Background: an optimization exercise with open tools, aiming at small area, a short achievable clock period and few clock cycles. Do not read the settings as production practice. No run shown here included a check of the RTL's function; only the layout flow was run. Power is estimated from default activity; no workload was simulated.

$ cat flow/run.sh
#!/bin/bash
# synth_recipe.tcl (not shown) runs the flow's synth.tcl, then flattens the netlist and writes it again
# the make line also repeats each setting of config.mk as NAME=value (left out here)
make -C /OpenROAD-flow-scripts/flow DESIGN_CONFIG=/design/flow/config.mk WORK_HOME=/design/flow/orfs CLKGATE_MAP_FILE= SYNTH_SCRIPT=/design/flow/synth_recipe.tcl finish
$ cat flow/config.mk
export PLATFORM = sky130hd
export DESIGN_NAME = lidar_scan_packet_deframer
export DESIGN_NICKNAME = lidar_scan_packet_deframer
export VERILOG_FILES = /design/flow/design.v
export SDC_FILE = /design/flow/constraint.sdc
export NUM_CORES = 4
export LEC_CHECK = 0
export ABC_CLOCK_PERIOD_IN_PS = 2000
export CAP_MARGIN = 20
export CORE_MARGIN = 2
export CORE_UTILIZATION = 30
export CTS_CLUSTER_DIAMETER = 100
export CTS_CLUSTER_SIZE = 30
export SETUP_SLACK_MARGIN = 2.35
export SLEW_MARGIN = 20
$ cat flow/constraint.sdc
create_clock -name core_clock -period 4.5 [get_ports {clk}]
set_input_delay 0.9000 -clock core_clock [delete_from_list [all_inputs] [get_ports {clk}]]
set_output_delay 0.9000 -clock core_clock [all_outputs]
set_load 0.01 [all_outputs]
$ cat flow/design.v
package lspd_pkg;
  localparam int MAX_SAMPLES = 40;
  localparam int CNT_W       = 7;
  localparam int SAMPLE_AW   = (MAX_SAMPLES > 1) ? $clog2(MAX_SAMPLES) : 1;
  localparam int NUM_W       = 6;
  localparam logic [7:0]       HDR0_BYTE      = 8'hAA;
  localparam logic [7:0]       HDR1_BYTE      = 8'h55;
  localparam logic [7:0]       TYPE_MAX       = 8'h01;
  localparam logic [7:0]       ZERO_PKT_COUNT = 8'h01;
  localparam logic [15:0]      XOR_SEED       = 16'h55AA;
  localparam logic [CNT_W-1:0] LIMIT_RESET    = CNT_W'(40);
  localparam logic [CNT_W-1:0] MAX_LIMIT      = CNT_W'(MAX_SAMPLES);
  localparam logic [7:0]       TALLY_SAT      = 8'd254;
  localparam logic [7:0]       TALLY_NEVER    = 8'd255;
  typedef enum logic [2:0] {
    ST_SAMPLE     = 3'd0,
    ST_BAD_HEADER = 3'd1,
    ST_BAD_TYPE   = 3'd2,
    ST_ZERO_COUNT = 3'd3,
    ST_BAD_COUNT  = 3'd4,
    ST_ANGLE_BIT  = 3'd5,
    ST_CHECKSUM   = 3'd6
  } status_t;
  typedef struct packed {
    logic    hold;
    logic    xor_word;
    logic    set_count;
    logic    set_first;
    logic    set_final;
    logic    store;
    logic    restart;
    logic    err_load;
    status_t err_code;
    logic    good;
    logic    drain_read;
    logic    drain_load;
  } ctrl_cmd_t;
  typedef struct packed {
    logic is_hdr0;
    logic is_hdr1;
    logic type_ok;
    logic angle_lsb;
    logic kind_bad;
    logic range_bad;
    logic last_sample;
    logic xor_ok;
    logic drain_last;
    logic out_busy;
  } dp_status_t;
endpackage
import lspd_pkg::*;
module lspd_regs
(
  input  logic             clk,
  input  logic             rst,
  input  logic             psel,
  input  logic             penable,
  input  logic             pwrite,
  input  logic [2:0]       paddr,
  input  logic [31:0]      pwdata,
  output logic [31:0]      prdata,
  output logic             pready,
  output logic [lspd_pkg::CNT_W-1:0] sample_limit,
  output logic [5:0]       count_max      
);
  localparam logic REG_SAMPLE_LIMIT = 1'b0;
  logic wr_en;
  assign pready = 1'b1;
  assign wr_en  = psel && penable && pwrite && pready && (paddr[2] == REG_SAMPLE_LIMIT);
  always_ff @(posedge clk) begin
    if (rst) begin
      sample_limit <= LIMIT_RESET;
      count_max    <= 6'd40;
    end else if (wr_en) begin
      sample_limit <= pwdata[CNT_W-1:0];
      count_max    <= (pwdata[CNT_W-1:0] > MAX_LIMIT) ? 6'd40 : pwdata[5:0];
    end
  end
  always_comb begin
    prdata = '0;
    if (paddr[2] == REG_SAMPLE_LIMIT) begin
      prdata = {{(32-CNT_W){1'b0}}, sample_limit};
    end
  end
endmodule
import lspd_pkg::*;
module lidar_scan_packet_deframer
(
  input  logic        clk,
  input  logic        rst,
  input  logic        s_tvalid,
  output logic        s_tready,
  input  logic [7:0]  s_tdata,
  output logic        m_tvalid,
  input  logic        m_tready,
  output logic [63:0] m_tdata,
  output logic [2:0]  m_tuser,
  output logic        m_tlast,
  input  logic        psel,
  input  logic        penable,
  input  logic        pwrite,
  input  logic [2:0]  paddr,
  input  logic [31:0] pwdata,
  output logic [31:0] prdata,
  output logic        pready
);
  localparam int DEPTH = 40;
  logic [CNT_W-1:0] sample_limit;
  lspd_regs u_regs (
    .clk          (clk),
    .rst          (rst),
    .psel         (psel),
    .penable      (penable),
    .pwrite       (pwrite),
    .paddr        (paddr),
    .pwdata       (pwdata),
    .prdata       (prdata),
    .pready       (pready),
    .sample_limit (sample_limit),
    .count_max    (cmax)
  );
  function automatic logic [1:0] enc4(input logic [3:0] h);
    enc4 = {h[2] | h[3], h[1] | h[3]};
  endfunction
  function automatic logic [3:0] enc10(input logic [9:0] h);
    enc10 = {h[8] | h[9], h[4] | h[5] | h[6] | h[7], h[2] | h[3] | h[6] | h[7],
             h[1] | h[3] | h[5] | h[7] | h[9]};
  endfunction
  function automatic logic [5:0] inc40(input logic [5:0] p);
    inc40 = (p == 6'd39) ? 6'd0 : p + 6'd1;
  endfunction
  localparam int S_HDR0 = 0, S_HDR1 = 1, S_TYPE = 2, S_COUNT = 3, S_SA_LO = 4,
                 S_SA_HI = 5, S_EA_LO = 6, S_EA_HI = 7, S_CK_LO = 8, S_CK_HI = 9,
                 S_SMP_LO = 10, S_SMP_HI = 11, S_CKERR = 12;
  localparam logic [12:0] ST_HUNT = 13'd1;
  logic       rdy;
  logic       h_v;
  logic [7:0] h_b;
  logic       h_aa, h_55, h_le1, h_eq1, h_cok, h_hiok;
  logic       accept;
  logic       go;
  logic       stall;
  logic [5:0] cmax;
  logic [12:0] st, st_nx;
  logic [15:0] xsum;
  assign s_tready = rdy;
  assign accept   = s_tvalid && rdy;
  assign go       = h_v && !stall;
  always_ff @(posedge clk) begin
    if (rst) begin
      h_v <= 1'b0;
    end else if (!h_v || go) begin
      h_v <= accept;
    end
  end
  always_ff @(posedge clk) begin
    if (!h_v || go) begin
      h_b    <= s_tdata;
      h_aa   <= (s_tdata == 8'hAA);
      h_55   <= (s_tdata == 8'h55);
      h_le1  <= (s_tdata[7:1] == 7'd0);
      h_eq1  <= (s_tdata == 8'h01);
      h_cok  <= (s_tdata != 8'd0) && (s_tdata[7:6] == 2'b00) && (s_tdata[5:0] <= cmax);
      h_hiok <= (s_tdata == xsum[15:8]);
    end
  end
  logic        t_held;     
  logic [5:0]  p_c;        
  logic        p_t;
  logic [14:0] p_sa, p_ea;
  logic [5:0]  rem;        
  logic        lo_ok;      
  logic        err;
  logic [2:0]  code;
  logic        last;       
  logic        good;
  logic        ckerr;
  logic [15:0] mem [0:DEPTH-1];
  logic [5:0]  wp, cp, rd;
  logic        nz;         
  logic        cm_pend;    
  logic [5:0]  pp_start;   
  logic        ld;         
  logic        cm_pend_nx;
  logic        rd_first;   
  assign stall = full || (st[S_COUNT] && cm_pend) || st[S_CKERR];
  logic cnt_bad;
  assign cnt_bad = (t_held && !h_eq1) || !h_cok;
  assign err = (st[S_HDR0] && !h_aa) || (st[S_HDR1] && !h_55) ||
               (st[S_TYPE] && !h_le1) || (st[S_COUNT] && cnt_bad) ||
               ((st[S_SA_LO] || st[S_EA_LO]) && !h_b[0]);
  assign good  = st[S_SMP_HI] && last && lo_ok && h_hiok;
  assign ckerr = st[S_SMP_HI] && last && !(lo_ok && h_hiok);
  always_comb begin
    code = 3'd5;
    if (st[S_HDR0] || st[S_HDR1]) code = 3'd1;
    if (st[S_TYPE]) code = 3'd2;
    if (st[S_COUNT]) code = (t_held && !h_eq1) ? 3'd3 : 3'd4;
    if (st[S_CKERR]) code = 3'd6;
  end
  always_comb begin
    st_nx = '0;
    st_nx[S_HDR0]   = err || good;
    st_nx[S_HDR1]   = st[S_HDR0] && h_aa;
    st_nx[S_TYPE]   = st[S_HDR1] && h_55;
    st_nx[S_COUNT]  = st[S_TYPE] && h_le1;
    st_nx[S_SA_LO]  = st[S_COUNT] && !cnt_bad;
    st_nx[S_SA_HI]  = st[S_SA_LO] && h_b[0];
    st_nx[S_EA_LO]  = st[S_SA_HI];
    st_nx[S_EA_HI]  = st[S_EA_LO] && h_b[0];
    st_nx[S_CK_LO]  = st[S_EA_HI];
    st_nx[S_CK_HI]  = st[S_CK_LO];
    st_nx[S_SMP_LO] = st[S_CK_HI] || (st[S_SMP_HI] && !last);
    st_nx[S_SMP_HI] = st[S_SMP_LO];
    st_nx[S_CKERR]  = ckerr;
  end
  logic        cm1;        
  logic        full;       
  logic [7:0]  wd_lo, wd_hi;
  assign cm1   = (go && err) || st[S_CKERR];
  assign wd_lo = st[S_SMP_LO] ? h_b : {5'd0, code};
  assign wd_hi = st[S_SMP_HI] ? h_b : 8'd0;
  always_ff @(posedge clk) begin
    if (rst) begin
      st  <= ST_HUNT;
      rdy <= 1'b1;
    end else begin
      if (st[S_CKERR]) st <= ST_HUNT;
      else if (go) st <= st_nx;
      rdy <= !(((h_v && !go) || accept) &&
               ((go ? st_nx[S_COUNT] : st[S_COUNT]) && cm_pend_nx ||
                (go && ckerr) || full_nx));
    end
  end
  always_ff @(posedge clk) begin
    if (go) begin
      if (st[S_HDR0]) xsum <= XOR_SEED;
      if (st[S_TYPE] || st[S_SA_LO] || st[S_EA_LO] || st[S_CK_LO] || st[S_SMP_LO])
        xsum[7:0] <= xsum[7:0] ^ h_b;
      if (st[S_COUNT] || st[S_SA_HI] || st[S_EA_HI] || st[S_CK_HI] || st[S_SMP_HI])
        xsum[15:8] <= xsum[15:8] ^ h_b;
      if (st[S_TYPE]) t_held <= h_b[0];
      if (st[S_COUNT]) begin
        p_c <= h_b[5:0];
        p_t <= t_held;
        rem  <= h_b[5:0];
        last <= (h_b[5:0] == 6'd1);
      end
      if (st[S_SMP_HI]) begin
        rem  <= rem - 6'd1;
        last <= (rem == 6'd2);
      end
      if (st[S_SA_LO]) p_sa[6:0]  <= h_b[7:1];
      if (st[S_SA_HI]) p_sa[14:7] <= h_b;
      if (st[S_EA_LO]) p_ea[6:0]  <= h_b[7:1];
      if (st[S_EA_HI]) p_ea[14:7] <= h_b;
      if (st[S_SMP_LO]) lo_ok <= (h_b == xsum[7:0]);
    end
  end
  logic       smp_go, cm_any, adv, cfull;
  logic [5:0] rd_nx, cp_nx, rd_p1, wp_p1;
  logic       rd_eq_cp, rd1_eq_cp, wp_eq_rd, wp1_eq_rd;
  assign smp_go    = go && st[S_SMP_HI];
  assign cm_any    = cm1 || (smp_go && good);
  assign adv       = cm1 || (smp_go && !ckerr);    
  logic [9:0] rd_g, rd_g1;
  logic [3:0] rd_s, rd_s1;
  assign rd_s1 = {rd_s[2:0], rd_s[3]};
  assign rd_g1 = rd_s[3] ? {rd_g[8:0], rd_g[9]} : rd_g;
  assign rd    = {enc10(rd_g), enc4(rd_s)};
  assign rd_p1 = {enc10(rd_g1), enc4(rd_s1)};
  assign wp_p1     = inc40(wp);
  assign rd_nx     = ld ? rd_p1 : rd;
  assign cp_nx     = cm_any ? wp_p1 : cp;
  assign rd_eq_cp  = (rd == cp);
  assign rd1_eq_cp = (rd_p1 == cp);
  assign wp_eq_rd  = (wp == rd);
  assign wp1_eq_rd = (wp_p1 == rd);
  logic full_nx;
  assign full_nx = adv ? (ld ? wp_eq_rd : wp1_eq_rd) : (!(smp_go && ckerr) && full && !ld);
  always_ff @(posedge clk) begin
    if (rst) begin
      wp    <= '0;
      cp    <= '0;
      full  <= 1'b0;
      nz    <= 1'b0;
      cfull <= 1'b0;
    end else begin
      full  <= full_nx;
      cp    <= cp_nx;
      nz    <= cm_any || (ld ? !rd1_eq_cp : (cfull || !rd_eq_cp));
      cfull <= cm_any ? (ld ? wp_eq_rd : wp1_eq_rd) : (cfull && !ld);
      if (adv) wp <= wp_p1;
      else if (smp_go && ckerr) wp <= cp;
    end
  end
  always_ff @(posedge clk) begin
    if (!full && !st[S_SMP_HI]) mem[wp][7:0] <= wd_lo;
    if (!full) mem[wp][15:8] <= wd_hi;
    if (go && good) pp_start <= cp;
  end
  logic        pkt_act;    
  logic [5:0]  r_left;     
  logic [14:0] d_sa, d_ea;
  logic        d_t;
  logic [2:0]  out_code;
  logic [15:0] out_dist;
  logic [5:0]  out_i;
  logic        out_last;
  logic [7:0]  ftally;
  logic        rd_smp, rd_last;
  logic [15:0] rd_word;
  assign ld       = nz && (!m_tvalid || m_tready);
  logic pkt_act_nx, at_start_nx;
  assign pkt_act_nx  = (ld && rd_smp) ? !rd_last : pkt_act;
  assign cm_pend_nx  = (go && good) || (cm_pend && !(ld && rd_first));
  assign at_start_nx = (go && good) ? (ld ? rd1_eq_cp : rd_eq_cp)
                                    : (ld ? (rd_p1 == pp_start) : (rd == pp_start));
  assign rd_smp   = pkt_act || rd_first;
  assign rd_last  = pkt_act ? (r_left == 6'd1) : (p_c == 6'd1);
  logic [15:0] sub_word [0:3];
  always_comb begin
    for (int k = 0; k < 4; k++) begin
      sub_word[k] = '0;
      for (int g = 0; g < 10; g++) sub_word[k] = sub_word[k] | (mem[4*g+k] & {16{rd_g[g]}});
    end
    rd_word = '0;
    for (int k = 0; k < 4; k++) rd_word = rd_word | (sub_word[k] & {16{rd_s[k]}});
  end
  always_ff @(posedge clk) begin
    if (rst) begin
      rd_g     <= 10'd1;
      rd_s     <= 4'd1;
      cm_pend  <= 1'b0;
      pkt_act  <= 1'b0;
      rd_first <= 1'b0;
      m_tvalid <= 1'b0;
      ftally   <= 8'd255;
    end else begin
      if (ld) begin
        rd_s     <= rd_s1;
        rd_g     <= rd_g1;
        m_tvalid <= 1'b1;
        if (rd_smp) begin
          pkt_act <= pkt_act_nx;
          ftally  <= 8'd0;
        end else if (ftally < 8'd254) begin
          ftally  <= ftally + 8'd1;
        end
      end else if (m_tready) begin
        m_tvalid <= 1'b0;
      end
      cm_pend  <= cm_pend_nx;
      rd_first <= cm_pend_nx && !pkt_act_nx && at_start_nx;
    end
  end
  always_ff @(posedge clk) begin
    if (ld) begin
      if (rd_smp) r_left <= (pkt_act ? r_left : p_c) - 6'd1;
      if (rd_first) begin
        d_sa <= p_sa;
        d_ea <= p_ea;
        d_t  <= p_t;
      end else if (!rd_smp) begin
        d_sa <= '0;
        d_ea <= '0;
        d_t  <= 1'b0;
      end
      out_code <= rd_smp ? 3'd0 : rd_word[2:0];
      out_dist <= {rd_word[15:3], rd_smp ? rd_word[2:0] : 3'd0};
      out_i    <= pkt_act ? out_i + 6'd1 : 6'd0;
      out_last <= !rd_smp || rd_last;
    end
  end
  assign m_tdata = {3'b000, ftally, d_t, d_ea, d_sa, out_i, out_dist};
  assign m_tuser = out_code;
  assign m_tlast = out_last;
endmodule
==> results of run 1 <==
==> worst max-delay path: stages <==
cell	delay [ns]
buf_12	0.11
buf_12	0.12
nor2b_4	0.11
buf_6	0.11
==> routing by layer <==
layer	vias up	part of all wire (%)
li1	8677	-
met1	10100	42
met3	135	6.6
met4	0	2.4
met5	-	0
met2	742	49
==> cell type report <==
class | instances | share of cell area (%)
clock buffer | 56 | 2.49
clock inverter | 7 | 0.218
inverter | 27 | 0.323
multi-input combinational | 1130 | 21.4
sequential | 854 | 65.2
tap | 1414 | 4.61
timing repair buffer | 243 | 5.68
timing repair inverter | 1 | 0.0228
==> cells by family (layout without fill, tap and decap cells) <==
logic type	count (synthesis)	count (layout)	share of synthesized area, %
compound gates	523	523	11.9
xor+xnor	57	57	1.51
other cells	2	29	0.0227
flops	854	854	75.5
simple gates	492	492	7.40
mux	16	16	0.503
buf+inv	194	334	2.68
fa+ha+maj	13	13	0.492
==> where the power goes <==
group          leakage [nW]  switching, W  internal [W]  total (W)
clock network         0.495       0.00241       0.00153    0.00394
logic                  3.70      0.000863      0.000515    0.00138
registers              7.85      0.000144       0.00890    0.00905
==> registers in the layout, summed over array words and instances, names as in the netlist, 7 cells and up <==
signal	cells
d_ea	15
d_sa	15
ftally	8
h_b	8
mem	640
out_dist	16
p_ea	15
p_sa	15
rd_g	10
st	13
u_regs.sample_limit	7
xsum	16
==> cell usage in the layout (no fill, tap or decap), types with 32 or more instances in the layout <==
| cell | n |
|---|---|
| edfxtp_1 | 785 |
| a22oi_1 | 149 |
| nand2_1 | 106 |
| buf_4 | 101 |
| a22o_1 | 89 |
| a221oi_1 | 88 |
| a21oi_1 | 71 |
| nor2_1 | 61 |
| buf_2 | 55 |
| nand4_1 | 51 |
| nor2_4 | 51 |
| and2_1 | 44 |
| xnor2_1 | 43 |
| nor2_2 | 37 |
| clkbuf_16 | 35 |
| dfxtp_1 | 32 |
==> repair_timing <==
item                                    4_1_cts  5_1_grt
setup buffers                                77       29
gates cloned                                  2        0
endpoints found under the setup margin     1037      444
hold endpoints to repair                      0        0
pin swaps                                    29       21
resized for setup                           497       87
==> final timing paths <==
| kind | to | slack (ns) | cells after the start |
|---|---|---|---|
| max | prdata[1] | 2.24 | 4 |
| min reg2reg | p_t | 0.46 | 0 |
| max reg2reg | mem[2][15] | 2.27 | 4 |
| min | p_t | 0.46 | 0 |
==> through the flow <==
stage	std cells	hold WS (ns)	total power, W	worst slack (ns)	area (sq um)
3_5_place_dp	3561	0.425	0.0105	1.15	35600
5_1_grt	3732	0.473	0.0148	2.21	38400
6_report	3732	0.458	0.0144	2.24	38400
3_3_place_gp	3561	0.433	0.0104	1.16	35600
4_1_cts	3703	0.456	0.0144	2.09	37800
2_1_floorplan	2178	0.415	0.00990	2.04	33300
==> flow_summary.toml, run 1 <==
[status]
status = "complete, no violations"

[synth]
netlist_top_cells_area = "edfxtp_1 (71%), dfxtp_1 (4.2%), a22oi_1 (3.4%), a221oi_1 (2.4%), a22o_1 (2.4%)"
synth_ff_type = "edfxtp_1"
synth.avg_cell_area_sq_um = 15.4
synthCells = 2151
synthArstFlopShare_pct = 0
yosys_warnings = 3
synth_top_area_cell = "edfxtp_1"
synth-edff-count = 785
yosys-top-cells-count = "edfxtp_1 (785), a22oi_1 (151), nor2_1 (147)"
yosys.area.top_type_share_pct = 71.3
synth_cell_types = 75
syn-cell-area_sq_um = 33100
ys_ff_latch = 854
synth-seq-area-share_pct = 75.5
synth.most_common_cell = "edfxtp_1"

[pwr]
p_per_area_nw_per_um2 = 374
peakVddDrop_mv = 0.223
leakagePower_nw = 12.0

[drt]
drtIter0Drc = 2127
vias = 19600
avgRoutedWirePerCell_um = 23.4
routed_wl_um = 87400
ant_nets = 0
vias_per_cell = 5.26
drc = 0
firstDrtPassIters = 8

[die]
die-area_sq_um = 113000
rows = 121
core_sq_um = 109000
ios = 153
initial_core_util_pct = 30.3
fp.dieH_um = 336
chipWidth_um = 336

[sta]
fmax_mhz = 443
rsz0062_at_grt = "true"
max_slew_margin_pct = 27.5
min_period_ns = 2.26
tns_ns = 0
setup_violations = 0
drv_slew = 0
post-route-period-util_pct = 50.2
tightest_slew_ns = 1.09
clock_skew_ns = 0.0299
hold_viol = 0

[cells_and_area]
final_layout_size_suffix_gt1_share_pct = 21.1
multi_input_area_sq_um = 8230
area_growth_pct = 16.2
nNetsFinal = 2355
diodes = 0
final_core_util_pct = 35.2
fillCellCount = 10300
register_area_sq_um = 25100

[critical_path]
critPathMaxFanout = 4
crit-reg2reg-launch = "wp[0]"
path_class = "primary input to output pin"
end_kind = "output pin"
worstPathArrival_ns = 1.36
required_ns = 3.60
crit_path_start_kind = "primary input"
crit_start = "paddr[2]"

[worst_hold_path]
hp-start = "t_held"
holdCritPathClass = "flip-flop to flip-flop"

[global_route]
antenna_found_initial = 2
grt_pass1_vias = 19500
grt_max_degree = 41
grtUsageMet2_pct = 25.6
use_met3_pct = 1.90
grt_use_total_pct = 15.0
use_met1_pct = 20.0
grt_overflow = 0
grt_pass1_wl_um = 128000
global_route.peak_usage_layer = "met2"

[clocking]
cts_buffers = 35
cts_hold_repair.buffers = 0
clockRootBuffer = "clkbuf_16"
clockBufferDepth = 3
worstSkewPairLatency_ns = 0.62
cts.sinks = 854
clk_pin_slew_worst_paths_ns = 0.11
htree_num_levels = 2
cts_tree = "yes"

[placement]
io_buffers = 96
dp.final_hpwl_um = 49900
gp_congestion = 0.816

[flow_run]
max-cap-violations = 0
==> inputs of run 2 (changes only) <==
--- a/flow/config.mk
+++ b/flow/config.mk
@@ -13,3 +13,3 @@
 export CTS_CLUSTER_SIZE = 30
-export SETUP_SLACK_MARGIN = 2.35
+export SETUP_SLACK_MARGIN = 2.4
 export SLEW_MARGIN = 20
==> flow_summary.toml, run 2 <==
[status]
status = "complete, no violations"

[drt]
firstDrtPassIters = 6
drc = 0
vias_per_cell = 5.41
avgRoutedWirePerCell_um = 24.1
routed_wl_um = 91000
ant_nets = 0
drtIter0Drc = 2375
vias = 20400

[placement]
gp_congestion = 0.838
dp.cells = 3566
placed_area_sq_um = 35700
dp.final_hpwl_um = 51500
io_buffers = 96

[die]
core_sq_um = 109000
initial_core_util_pct = 30.3
ios = 153
fp.dieH_um = 336
rows = 121
chipWidth_um = 336
die-area_sq_um = 113000

[worst_hold_path]
hp-start = "u_regs.sample_limit[0]"
holdCritPathClass = "flip-flop to flip-flop"
hold_end = "u_regs.sample_limit[0]"
min_path_cells = 2

[cells_and_area]
nNetsFinal = 2404
area_growth_pct = 18.3
top_register = "mem"
fin_cells = 3770
fillCellCount = 10100
diodes = 0
largest_reg_flops = 640
final_layout_size_suffix_gt1_share_pct = 23.9
final_area_sq_um = 39100
biggestRegsByFlops = "mem x640, out_dist x16, xsum x16"
final_cell_mix = "edfxtp_1 (785), a22oi_1 (148), buf_4 (148)"
mostFrequentLayoutCell = "edfxtp_1"
final_core_util_pct = 35.9

[clocking]
clockRootBuffer = "clkbuf_16"
cts.sinks = 854
clockBufferDepth = 3
htree_num_levels = 2
cts_hold_repair.buffers = 0
cts_tree = "yes"
cts_buffers = 35
clk_pin_slew_worst_paths_ns = 0.12
worstSkewPairLatency_ns = 0.61

[flow_run]
max-cap-violations = 0

[synth]
yosys.area.top_type_share_pct = 71.3
synth-seq-area-share_pct = 75.5
synth_cell_types = 75
netlist_top_cells_area = "edfxtp_1 (71%), dfxtp_1 (4.2%), a22oi_1 (3.4%), a221oi_1 (2.4%), a22o_1 (2.4%)"
syn-cell-area_sq_um = 33100
synth_ff_type = "edfxtp_1"
synth_top_area_cell = "edfxtp_1"
yosys-top-cells-count = "edfxtp_1 (785), a22oi_1 (151), nor2_1 (147)"
yosys_warnings = 3
synthArstFlopShare_pct = 0
ys_ff_latch = 854
synth-edff-count = 785
synth.avg_cell_area_sq_um = 15.4
synth.most_common_cell = "edfxtp_1"
synthCells = 2151

[critical_path]
crit-reg2reg-launch = "rd_g[6]"
r2r_slack_ns = 2.33
crit_path_start_kind = "primary input"
worst-r2r-cell-count = 8
end_kind = "output pin"
r2r_end = "cfull"
required_ns = 3.60
critPathMaxFanout = 5
path_class = "primary input to output pin"
worstPathArrival_ns = 1.38

[global_route]
grt_pass1_wl_um = 130000
grt_use_total_pct = 15.3
antenna_found_initial = 1
grt_pass1_vias = 19700
grt_overflow = 0
grt_max_degree = 65

[sta]
rsz0062_at_grt = "true"
min_period_ns = 2.28
hold_viol = 0
setup_violations = 0
post-route-period-util_pct = 50.6
fmax_mhz = 439
max_slew_margin_pct = 39.7
clock_skew_ns = 0.0278
tns_ns = 0
drv_slew = 0
tightest_slew_ns = 0.901
timing.hold.ws_ns = 0.467

[pwr]
peakVddDrop_mv = 0.222
p_per_area_nw_per_um2 = 367
leakagePower_nw = 12.4
[run 2: critical path, cell delays in order]
cell and delay [ns]:
buf_12 0.12, buf_6 0.11, nor2b_1 0.10, buf_2 0.15
[run 2: worst max-delay path by stage]
stage | startpoint | cells after the start | slack, ns | end
2_1_floorplan | m_tready | 8 | 2.05 | rdy
3_3_place_gp | m_tready | 9 | 1.11 | full
3_5_place_dp | m_tready | 8 | 1.15 | rdy
4_1_cts | wp[2] | 2 | 2.07 | mem[4][9]
5_1_grt | paddr[2] | 4 | 2.20 | prdata[6]
6_report | paddr[2] | 4 | 2.22 | prdata[6]
[run 2: per-stage QoR]
| stage | setup slack, ns | total power (W) |
|---|---|---|
| after floorplan | 2.05 | 0.00990 |
| after global placement | 1.11 | 0.0104 |
| after detailed placement | 1.15 | 0.0105 |
| after CTS | 2.07 | 0.0143 |
| after global routing | 2.20 | 0.0148 |
| final | 2.22 | 0.0143 |
[run 2: area by class of cell]
cell class,instances,area [sq um],area share [%]
timing repair buffer,292,2740,7.00
tap,1414,1770,4.52
multi-input combinational,1130,8400,21.5
clock buffer,46,917,2.34
inverter,27,124,0.317
sequential,854,25100,64.1
clock inverter,6,80.1,0.205
timing repair inverter,1,8.76,0.0224
[run 2: routing by layer]
layer	GRT usage [%]	vias to the layer above	wire length, um
met4	4.50	0	2470
met2	25.8	958	44300
li1	-	8766	-
met5	0	-	0
met3	2.10	149	6710
met1	20.6	10500	37500
[run 2: cells by family (layout without fill, tap and decap cells)]
| logic type | after synthesis | in the layout | synth area share (%) |
|---|---|---|---|
| compound gates | 523 | 523 | 11.9 |
| xor+xnor | 57 | 57 | 1.51 |
| fa+ha+maj | 13 | 13 | 0.492 |
| buf+inv | 194 | 372 | 2.68 |
| flops | 854 | 854 | 75.5 |
| mux | 16 | 16 | 0.503 |
| other cells | 2 | 29 | 0.0227 |
| simple gates | 492 | 492 | 7.40 |
[run 2: timing repair]
action                                  4_1_cts  5_1_grt
pin swaps                                    29       46
endpoints found under the hold margin         0        0
buffers inserted                             86       61
gates resized for setup                     529      103
gates cloned                                  4        1
endpoints found under the setup margin      994      561
[run 2: power by group]
group	switching (W)	internal, W	total [W]
clock network	0.00238	0.00149	0.00387
registers	0.000135	0.00890	0.00903
logic	0.000894	0.000549	0.00144
==> inputs of run 3 (changes only) <==
--- a/flow/config.mk
+++ b/flow/config.mk
@@ -13,3 +13,3 @@
 export CTS_CLUSTER_SIZE = 30
-export SETUP_SLACK_MARGIN = 2.4
+export SETUP_SLACK_MARGIN = 2.3
 export SLEW_MARGIN = 20
==> flow_summary.toml, run 3 <==
[synth]
synth-edff-count = 785
ys_ff_latch = 854
synthArstFlopShare_pct = 0
synth.avg_cell_area_sq_um = 15.4
synth_compound_area_share_pct = 11.9
muxShareOfSynthArea_pct = 0.503
synthCells = 2151
yosys.area.top_type_share_pct = 71.3
synth-simple-area-share_pct = 7.40
syn-cell-area_sq_um = 33100
synth-seq-area-share_pct = 75.5
synth-adder-area-share_pct = 0.492
synth_xor_area_share_pct = 1.51
synth_ff_type = "edfxtp_1"
netlist_top_cells_area = "edfxtp_1 (71%), dfxtp_1 (4.2%), a22oi_1 (3.4%), a221oi_1 (2.4%), a22o_1 (2.4%)"
synth_top_area_cell = "edfxtp_1"
synth_cell_types = 75
synth.most_common_cell = "edfxtp_1"
yosys_warnings = 3
synth_top_family_by_area = "compound AO/OA/AOI/OAI gates"
yosys-top-cells-count = "edfxtp_1 (785), a22oi_1 (151), nor2_1 (147)"

[clocking]
cts.sinks = 854
worstSkewPairLatency_ns = 0.62
cts_tree = "yes"
htree_num_levels = 2
cts_buffers = 35
cts_hold_repair.buffers = 0
clockRootBuffer = "clkbuf_16"
clk_pin_slew_worst_paths_ns = 0.11
clockBufferDepth = 3

[die]
die-area_sq_um = 113000
rows = 121
chipWidth_um = 336
core_sq_um = 109000
ios = 153
initial_core_util_pct = 30.3
fp.dieH_um = 336

[pwr]
p_seq_share_pct = 62.9
p_int_w = 0.0110
pwr-share-comb_pct = 9.2
peakVddDrop_mv = 0.221
clkPwrFrac_pct = 27.9
swShare_pct = 23.6
p_per_area_nw_per_um2 = 379
power.total_w = 0.0144
power.switching_w = 0.00341
leakagePower_nw = 11.8

[sta]
fmax_mhz = 443
tightest_slew_ns = 1.12
rsz0062_at_grt = "true"
tns_ns = 0
min_period_ns = 2.25
max_slew_margin_pct = 25.3
hold_viol = 0
post-route-period-util_pct = 50.1
clock_skew_ns = 0.0515
drv_slew = 0
setup_violations = 0

[critical_path]
r2r_end = "mem[32][11]"
r2r_slack_ns = 2.26
end_kind = "output pin"
crit_family = "flip-flops"
worst-r2r-cell-count = 2
required_ns = 3.60
crit-reg2reg-launch = "wp[1]"
path_class = "flip-flop to output pin"
worstPathArrival_ns = 1.35
critPathMaxFanout = 1
max_stage_delay_ns = 0.53
cp_cell_sequence = "buf_2"
worst-path-buf-inv = 1
slowest_stage = "edfxtp_1"
crit_path_start_kind = "flip-flop"

[global_route]
grt_max_degree = 45
grt_pass1_wl_um = 129000
antenna_found_initial = 0
grt_use_total_pct = 15.3
grt_pass1_vias = 19700
grt_overflow = 0

[worst_hold_path]
hold_end = "u_regs.sample_limit[3]"
hp-start = "u_regs.sample_limit[3]"
holdCritPathClass = "flip-flop to flip-flop"
min_path_cells = 2

[drt]
avgRoutedWirePerCell_um = 24.0
firstDrtPassIters = 5
ant_nets = 0
vias = 19700
routed_wl_um = 88500
drtIter0Drc = 2056
drc = 0
vias_per_cell = 5.35

[cells_and_area]
fillCellCount = 10300
diodes = 0
biggestRegsByFlops = "mem x640, out_dist x16, xsum x16"
final_core_util_pct = 34.9
fin_cells = 3685
multi_input_area_sq_um = 8160
nNetsFinal = 2314
largest_reg_flops = 640
register_area_sq_um = 25100
area_growth_pct = 15.0
final_layout_size_suffix_gt1_share_pct = 16.9
top_register = "mem"
mostFrequentLayoutCell = "edfxtp_1"
final_cell_mix = "edfxtp_1 (785), a22oi_1 (149), nand2_1 (105)"

[placement]
dp.cells = 3568
dp.final_hpwl_um = 53000
io_buffers = 96
gp_congestion = 0.866

[flow_run]
max-cap-violations = 0

[status]
status = "complete, no violations"
run 3: repair_timing:
action                                 in CTS  in global routing
endpoints found under the hold margin       0                  0
gates resized for setup                   345                120
pin swaps                                  19                 19
gates cloned                                1                  0
setup endpoints to repair                 836                454
buffers inserted                           48                 11
run 3: worst max-delay path by stage:
stage                      from         end  slack [ns]  cells past startpoint
floorplan              m_tready         rdy        2.04                     10
global placement       m_tready         rdy        1.10                      9
detailed placement     m_tready         rdy        1.13                      9
CTS                       wp[5]  mem[30][1]        1.94                      4
global route        out_dist[4]  m_tdata[4]        2.19                      1
finish              out_dist[4]  m_tdata[4]        2.25                      1
run 3: cell families after synthesis:
kind of cell,after synthesis
flops,854
compound gates,523
simple gates,492
buf+inv,194
xor+xnor,57
mux,16
fa+ha+maj,13
other cells,2
run 3: layout make-up:
| type | instances | share of cell area [%] |
|---|---|---|
| Clock inverter | 6 | 0.365 |
| Inverter | 27 | 0.316 |
| Tap cell | 1414 | 4.65 |
| Timing Repair Buffer | 203 | 4.82 |
| Sequential cell | 854 | 65.9 |
| Clock buffer | 51 | 2.46 |
| Multi-Input combinational cell | 1130 | 21.5 |
run 3: metal layers:
layer  up-vias  GRT usage [%]  share of wire (%)
met2       870           26.2                 49
li1       8587              -                  -
met1     10100           19.9                 40
met3       140           2.09                7.1
met5         -              0                  0
met4         0           4.91                3.2
run 3: power by group through the flow:
stage / sequential (W) / combinational, W / clock (W)
final: 0.00907 / 0.00133 / 0.00402
after global routing: 0.00909 / 0.00143 / 0.00433
after CTS: 0.00907 / 0.00130 / 0.00407
after detailed placement: 0.00926 / 0.00126 / 0
after global placement: 0.00925 / 0.00123 / 0
after floorplan: 0.00923 / 0.000671 / 0
run 3: stage by stage:
stage / instance area, sq um / setup slack, ns / hold WS (ns)
floorplan: 33300 / 2.04 / 0.415
global placement: 35600 / 1.10 / 0.432
detailed placement: 35600 / 1.13 / 0.437
CTS: 37600 / 1.94 / 0.463
global route: 38000 / 2.19 / 0.488
finish: 38000 / 2.25 / 0.461

==> re-timing with driven ports <==
In the flow no input, the clock included, has a driving cell. The finished layouts below were timed again as built, in two steps.
Step 1, drivers: a clkbuf_16 drives clk and a buf_2 each remaining input, both assumed.
Step 2 moves the port delays by t, midway between the first and last clock arrival at a register: inputs arrive t later, outputs are due t later. That takes back most of the time a late clock gives input paths.
Three values: ideal ports, drivers, drivers and shift; two values: the first two.
run	shift t [ns]	slack for setup (ns)	worst setup path at the end	clock arrival spread, ns	worst register clock-pin slew, ns
run 1	0.665	2.241 / 2.128 / 1.709	input to register	0.039 / 0.040	0.12 / 0.12
run 2	0.661	2.222 / 2.177 / 1.763	input to register	0.038 / 0.037	0.12 / 0.12
run 3	0.674	2.245 / 2.170 / 1.731	input to register	0.055 / 0.056	0.12 / 0.12
After both steps every run listed still meets setup and hold. For run 1, which loses most, drivers alone change the setup slack by -0.113 ns; drivers and shift together by -0.532 ns.
